This design comes from an exercise in tuning for small area and a short achievable clock period on the open sky130 flow, not from production work.
Where RTL was checked, it was by simulation tests only, not by an equivalence proof against the original.
Power and IR drop assume default switching activity.

==> flow/design.v (excerpt) <==
module mem_io_responder #(
  parameter int MEM_AW   = 7,
  parameter int N_LED    = 10,
  parameter int N_SW     = 10,
  parameter int PRESCALE = 100,
  parameter int PS_W     = 7
) (
  input  logic              Clock,
  input  logic              Resetn,
  input  logic [15:0]       ADDR,
  input  logic [15:0]       DOUT,
  input  logic              W,
  output logic [15:0]       DIN,
  input  logic [N_SW-1:0]   SW,
  output logic [N_LED-1:0]  LEDR,
  output logic              Tick_flag
);
Size in the first run: ~6,400 cells after synthesis, about 72 I/O pins, ~75,000 um^2 of cells after synthesis.
Settings: LEC_CHECK=0, CAP_MARGIN=20, CORE_MARGIN=2, CORE_UTILIZATION=50, CTS_BUF_LIST=sky130_fd_sc_hd__clkbuf_16, CTS_CLUSTER_DIAMETER=100, CTS_CLUSTER_SIZE=25, SLEW_MARGIN=20, SYNTH_HIERARCHICAL=1, TNS_END_PERCENT=20; clock period 10.0 ns.
standard.sh (not shown) runs the stock make flow with config.mk's settings and CLKGATE_MAP_FILE= SYNTH_SCRIPT=/design/flow/synth_recipe.tcl, a recipe that flattens the netlist after the stock synthesis.
==> flow/flow/run.sh <==
#!/bin/bash
set -euo pipefail
MARGIN=$(cat flow/margin.txt)
bash standard.sh SETUP_SLACK_MARGIN=$MARGIN finish > flow_make.log 2>&1 || { tail -50 flow_make.log; exit 1; }
tail -5 flow_make.log
==> flow/flow/margin.txt <==
6
The first run ran to the end with no violations.
Edit:
==> flow/flow/margin.txt (replaced) <==
6.25
- CORE_UTILIZATION: 50 -> 60
- PLACE_DENSITY: unset -> 0.7
- TNS_END_PERCENT: 20 -> unset
Result: Cell area rises by 2.4%. Setup slack is better by 0.11 ns. Final cell count falls by 3.2%. Hold slack is better by 0.0051 ns. Maximum frequency rises by 2.7%. Die area falls by 17%.
Edit:
==> flow/flow/margin.txt (replaced) <==
6.5
- CORE_UTILIZATION: 60 -> 50
- PLACE_DENSITY: 0.7 -> unset
What happened: Cell count rose by 5.4%; sequential cell count stays the same; synthesized area stays the same; setup slack is better by 0.023 ns; maximum frequency climbs by 0.56%; die area went up by 20%; routed wire length climbs by 4.2%; worst hold slack gets worse by 0.0079 ns; core utilization goes down by 11 points; via count is lower by 1.1%.
Edit:
==> flow/flow/margin.txt (replaced) <==
6.25
- GPL_ROUTABILITY_DRIVEN: unset -> 0
Worst hold slack stays flat. Sequential cell count stays the same. Power barely changes. Final area decreases by 2.4%. First-iteration DRC count is higher by 8.8%. Non-clock buffer count is lower by 151. Die area is unchanged. Wire length went down by 2.2%.
Edit:
==> flow/flow/margin.txt (replaced) <==
5.5
- GPL_ROUTABILITY_DRIVEN: 0 -> unset
Effect: The new run finished with timing, DRC and antenna clean. Register-to-register slack loses 0.20 ns. Worst hold slack is about the same. Routed wire length drops by a few percent. Utilization came out lower by 2.8 points. Design area came out lower by a few percent.
Edit:
==> flow/flow/margin.txt (replaced) <==
6
Effect: Utilization increases by 1.7 points. Via count goes up by 0.83%. Design area goes up by 3.0%. Worst hold slack stays flat. Cell count came out higher by 0.48%. Synthesized area stays the same.


Setup of P:
The RTL this note starts from:
==> flow/design.v <==
module mio_ao8 (
  input  logic [7:0] s,
  input  logic [7:0] d,
  output logic       y
);
  assign y = |(s & d);
endmodule
module mem_io_responder #(
  parameter int MEM_AW   = 7,
  parameter int N_LED    = 10,
  parameter int N_SW     = 10,
  parameter int PRESCALE = 100,
  parameter int PS_W     = $clog2(PRESCALE)
) (
  input  logic              Clock,
  input  logic              Resetn,
  input  logic [15:0]       ADDR,
  input  logic [15:0]       DOUT,
  input  logic              W,
  output logic [15:0]       DIN,
  input  logic [N_SW-1:0]   SW,
  output logic [N_LED-1:0]  LEDR,
  output logic              Tick_flag
);
  localparam int NW = 2**MEM_AW;
  localparam int NG = NW / 8;
  logic [NW-1:0][15:0] mem;
  logic [15:0] din_q, din_d, cnt_q, cnt_d, rld_q, rld_d, rd;
  logic [N_LED-1:0] led_q, led_d;
  logic [N_SW-1:0] sw1_q, sw2_q;
  logic [PS_W-1:0] ps_q, ps_d;
  logic en_q, en_d, ar_q, ar_d, flag_q, flag_d;
  logic sel_ram, sel_led, sel_sw, sel_tmr, wr_cnt, wr_ctl, run, tick, cnt_one;
  logic [NW-1:0] rsel, wsel;
  logic [15:0][NG-1:0] grp;
  assign sel_ram = ADDR[15:12] == 4'h0;
  assign sel_led = ADDR[15:12] == 4'h1;
  assign sel_sw  = ADDR[15:12] == 4'h2;
  assign sel_tmr = ADDR[15:12] == 4'h3;
  assign wr_cnt  = W && sel_tmr && !ADDR[0];
  assign wr_ctl  = W && sel_tmr && ADDR[0];
  assign cnt_one = cnt_q == 16'd1;
  assign run     = en_q && cnt_q != '0;
  assign tick    = run && ps_q == PS_W'(PRESCALE - 1);
  always_comb
    for (int i = 0; i < NW; i++) begin
      rsel[i] = sel_ram && !W && ADDR[MEM_AW-1:0] == MEM_AW'(i);
      wsel[i] = sel_ram &&  W && ADDR[MEM_AW-1:0] == MEM_AW'(i);
    end
  for (genvar b = 0; b < 16; b++) begin : g_bit
    for (genvar g = 0; g < NG; g++) begin : g_grp
      logic [7:0] d;
      for (genvar j = 0; j < 8; j++) begin : g_w
        assign d[j] = mem[g*8 + j][b];
      end
      mio_ao8 u_ao (.s(rsel[g*8 +: 8]), .d(d), .y(grp[b][g]));
    end
    assign rd[b] = |grp[b];
  end
  always_comb begin
    led_d  = W && sel_led ? DOUT[N_LED-1:0] : led_q;
    ps_d   = (wr_cnt || tick || !run) ? '0 : ps_q + PS_W'(1);
    cnt_d  = wr_cnt ? DOUT : !tick ? cnt_q : cnt_one ? (ar_q ? rld_q : '0) : cnt_q - 16'd1;
    rld_d  = wr_cnt ? DOUT : rld_q;
    en_d   = wr_ctl ? DOUT[0] : en_q;
    ar_d   = wr_ctl ? DOUT[1] : ar_q;
    flag_d = (tick && cnt_one) || (flag_q && !(wr_ctl && DOUT[2]));
    din_d  = rd |
             ({16{sel_ram && W}} & DOUT) |
             ({16{sel_led}} & 16'(led_d)) |
             ({16{sel_sw}}  & 16'(sw2_q)) |
             ({16{sel_tmr && ADDR[0]}} & {13'b0, flag_d, ar_d, en_d}) |
             ({16{sel_tmr && !ADDR[0]}} & cnt_d);
  end
  always_ff @(posedge Clock or negedge Resetn)
    if (!Resetn) begin
      din_q  <= '0;
      led_q  <= '0;
      sw1_q  <= '0;
      sw2_q  <= '0;
      cnt_q  <= '0;
      rld_q  <= '0;
      ps_q   <= '0;
      en_q   <= 1'b0;
      ar_q   <= 1'b0;
      flag_q <= 1'b0;
    end else begin
      din_q  <= din_d;
      led_q  <= led_d;
      sw1_q  <= SW;
      sw2_q  <= sw1_q;
      cnt_q  <= cnt_d;
      rld_q  <= rld_d;
      ps_q   <= ps_d;
      en_q   <= en_d;
      ar_q   <= ar_d;
      flag_q <= flag_d;
    end
  always_ff @(posedge Clock)
    for (int i = 0; i < NW; i++)
      if (wsel[i]) mem[i] <= DOUT;
  assign DIN       = din_q;
  assign LEDR      = led_q;
  assign Tick_flag = flag_q;
endmodule
export LEC_CHECK = 0
export CAP_MARGIN = 20
export CORE_MARGIN = 2
export CORE_UTILIZATION = 50
export CTS_BUF_LIST = sky130_fd_sc_hd__clkbuf_16
export CTS_CLUSTER_DIAMETER = 100
export CTS_CLUSTER_SIZE = 30
export SETUP_SLACK_MARGIN = 5
export SLEW_MARGIN = 20
export SYNTH_HIERARCHICAL = 1
create_clock -name core_clock -period 10.0 [get_ports {Clock}]
run.sh (not shown) runs the stock make flow with config.mk's settings and CLKGATE_MAP_FILE= SYNTH_SCRIPT=/design/flow/synth_recipe.tcl, a recipe that flattens the netlist after the stock synthesis.
Stock flow here: none of the scripts above is used.
Relative to P, the following input files were edited for Q:
- CTS_CLUSTER_DIAMETER: 100 -> unset
- CTS_CLUSTER_SIZE: 30 -> unset
- SETUP_SLACK_MARGIN: 5 -> unset
- CTS_BUF_LIST: sky130_fd_sc_hd__clkbuf_16 -> sky130_fd_sc_hd__clkbuf_8
==> comparison <==
- Compared with P, Q shows met2 track demand over resource higher by 0.27 points.
- Setup slack in Q is smaller than in P.
- Comparing the two runs side by side, Q comes out behind P on final instance area.
- Between Q and P, it is Q whose global-route usage is higher, by 0.54 points.
- P → Q: core occupancy in the finished layout picked up an extra 2.0 points, total power went up.
No run of this note included a check of the RTL's function; only the layout flow was run.


== run 1 ==
mem_io_responder with an RTL version that a note above also has.
Size: roughly 2,100 flip-flops.
## mem_io_responder
module mem_io_responder #(
  parameter int MEM_AW   = 7,
  parameter int N_LED    = 10,
  parameter int N_SW     = 10,
  parameter int PRESCALE = 100,
  parameter int PS_W     = 7
) (
  input  logic              Clock,
  input  logic              Resetn,
  input  logic [15:0]       ADDR,
  input  logic [15:0]       DOUT,
  input  logic              W,
  output logic [15:0]       DIN,
  input  logic [N_SW-1:0]   SW,
  output logic [N_LED-1:0]  LEDR,
  output logic              Tick_flag
);
Settings: LEC_CHECK=0, CAP_MARGIN=20, CORE_MARGIN=2, CORE_UTILIZATION=50, CTS_BUF_LIST=sky130_fd_sc_hd__clkbuf_16, CTS_CLUSTER_DIAMETER=100, CTS_CLUSTER_SIZE=30, SLEW_MARGIN=20, SYNTH_HIERARCHICAL=1; clock period 10.0 ns.
standard.sh (not shown) runs the stock make flow with config.mk's settings and CLKGATE_MAP_FILE= SYNTH_SCRIPT=/design/flow/synth_recipe.tcl, a recipe that flattens the netlist after the stock synthesis.
==> flow/flow/margin.txt <==
6.5
Scripts as last shown in full above: flow/flow/run.sh
Run 1: flow completed, timing, DRC and antenna clean
The following lists how run 2 was set up differently from run 1:
# run 1
export LEC_CHECK = 0
export CAP_MARGIN = 20
export CORE_MARGIN = 2
export CORE_UTILIZATION = 50
export CTS_BUF_LIST = sky130_fd_sc_hd__clkbuf_16
export CTS_CLUSTER_DIAMETER = 100
export CTS_CLUSTER_SIZE = 30
export SLEW_MARGIN = 20
export SYNTH_HIERARCHICAL = 1
create_clock -name core_clock -period 10.0 [get_ports {Clock}]
# run 2
export LEC_CHECK = 0
export CAP_MARGIN = 20
export CORE_MARGIN = 2
export CORE_UTILIZATION = 50
export CTS_BUF_LIST = sky130_fd_sc_hd__clkbuf_16
export CTS_CLUSTER_DIAMETER = 100
export CTS_CLUSTER_SIZE = 25
export GPL_TIMING_DRIVEN = 0
export SLEW_MARGIN = 20
export SYNTH_HIERARCHICAL = 1
create_clock -name core_clock -period 10.0 [get_ports {Clock}]
==> flow/flow/margin.txt <==
6.25
Notes after the runs:
- Utilization run 1 -> run 2: down
- Cmp run 2 vs run 1: count of cell instances traversed by the critical path lower in run 2
- On run 2: total global routing track utilization is 1.4 points lower than what run 1 gave.
- In the tables for run 2 and run 1, via count normalized by instance count reads higher with run 1.
- When the final numbers for run 2 and run 1 were put side by side, the internal power turned out to be greater in run 2.
- Number of buffers inserted by port buffering: run 2 lower than run 1
Input changes introduced in run 3 (baseline for comparison: run 2):
# run 2
export LEC_CHECK = 0
export CAP_MARGIN = 20
export CORE_MARGIN = 2
export CORE_UTILIZATION = 50
export CTS_BUF_LIST = sky130_fd_sc_hd__clkbuf_16
export CTS_CLUSTER_DIAMETER = 100
export CTS_CLUSTER_SIZE = 25
export GPL_TIMING_DRIVEN = 0
export SLEW_MARGIN = 20
export SYNTH_HIERARCHICAL = 1
create_clock -name core_clock -period 10.0 [get_ports {Clock}]
# run 3
export LEC_CHECK = 0
export CAP_MARGIN = 20
export CORE_MARGIN = 2
export CORE_UTILIZATION = 50
export CTS_BUF_LIST = sky130_fd_sc_hd__clkbuf_16
export CTS_CLUSTER_DIAMETER = 100
export CTS_CLUSTER_SIZE = 25
export SLEW_MARGIN = 20
export SYNTH_HIERARCHICAL = 1
create_clock -name core_clock -period 10.0 [get_ports {Clock}]
==> run notes <==
Between run 3 and run 2, it is run 3 whose standard cell area after detailed placement is lower, by 820 um2. The count of non-CTS buffers in the layout reported for run 3 is smaller than that of run 2 by about 12%. Run 3 vs run 2: sequential share of layout area up in run 3. Looking only at wire length of the first global-routing pass, and setting everything else aside, the lower value of run 3 and run 2 goes to run 2. Of run 3 and run 2, the higher transition time at the pin with the least slew margin belongs to run 3.
What run 4 does differently from run 3 at the input level:
==> flow/flow/run.sh <==
#!/bin/bash
set -euo pipefail
MARGIN=$(cat flow/margin.txt)
bash standard.sh SETUP_SLACK_MARGIN=$MARGIN "BUFFER_PORTS_ARGS=-buffer_cell sky130_fd_sc_hd__buf_2" finish > flow_make.log 2>&1 || { tail -50 flow_make.log; exit 1; }
tail -5 flow_make.log
### Flow results
No run among run 4 and run 3 stopped early or left any final violation; all are clean.
Area of the core: run 3 vs run 4 identical
Comparing layout buffering overhead excluding clock cells for run 4 and run 3, the smaller number came from run 4.
Routed wire length up 0.45% in run 4 wrt run 3
Highest attainable clock frequency on run 4 is behind run 3.
As far as DRC violations left goes, run 4 and run 3 are indistinguishable; the numbers are identical.
Across both runs, combinational power was lower for run 4 than for run 3.

==> afterwards: timing with drivers on the ports <==
The flow's constraints put no driver on any port. The routed layouts listed below were extracted and timed again, unchanged, in two steps.
Step 1, drivers: a clkbuf_16 drives Clock and a buf_2 each remaining input, both assumed.
Step 2 adds t to the input delays and takes it off the output delays; t is the mean of the earliest and latest rising clock arrival at the registers after step 1. Input paths then give back, and output paths get back, about the clock's delay inside the block.
a / b / c = ideal / step 1 / step 2; a / b = the first two.
run	t, ns	setup slack, ns	worst hold slack (ns)	cell pins on the clock port's net
the first run of note 1	0.826	5.819 / 5.851 / 5.025	0.359 / 0.359 / 0.359	1
the second run of note 1	0.828	5.930 / 5.949 / 5.121	0.364 / 0.364 / 0.364	1
the third run of note 1	0.831	5.952 / 5.970 / 5.140	0.356 / 0.356 / 0.356	1
the fourth run of note 1	0.833	5.979 / 5.989 / 5.155	0.356 / 0.356 / 0.356	1
the fifth run of note 1	0.829	5.354 / 5.414 / 4.586	0.358 / 0.358 / 0.358	1
the sixth run of note 1	0.827	5.870 / 5.849 / 5.022	0.357 / 0.357 / 0.357	1
P	0.790	4.925 / 4.967 / 4.177	0.358 / 0.358 / 0.358	1
Q	1.032	3.600 / 3.650 / 2.618	0.346 / 0.346 / 0.346	1
run 1	0.814	5.804 / 5.807 / 4.993	0.360 / 0.360 / 0.360	1
run 2	0.820	5.969 / 5.932 / 5.112	0.349 / 0.349 / 0.349	1
run 3	0.833	5.979 / 5.989 / 5.155	0.356 / 0.356 / 0.356	1
run 4	0.828	5.889 / 5.917 / 5.089	0.356 / 0.356 / 0.356	1
After both steps every run listed still meets setup and hold. For Q, which loses most, drivers alone change the setup slack by +0.050 ns; drivers and shift together by -0.982 ns.
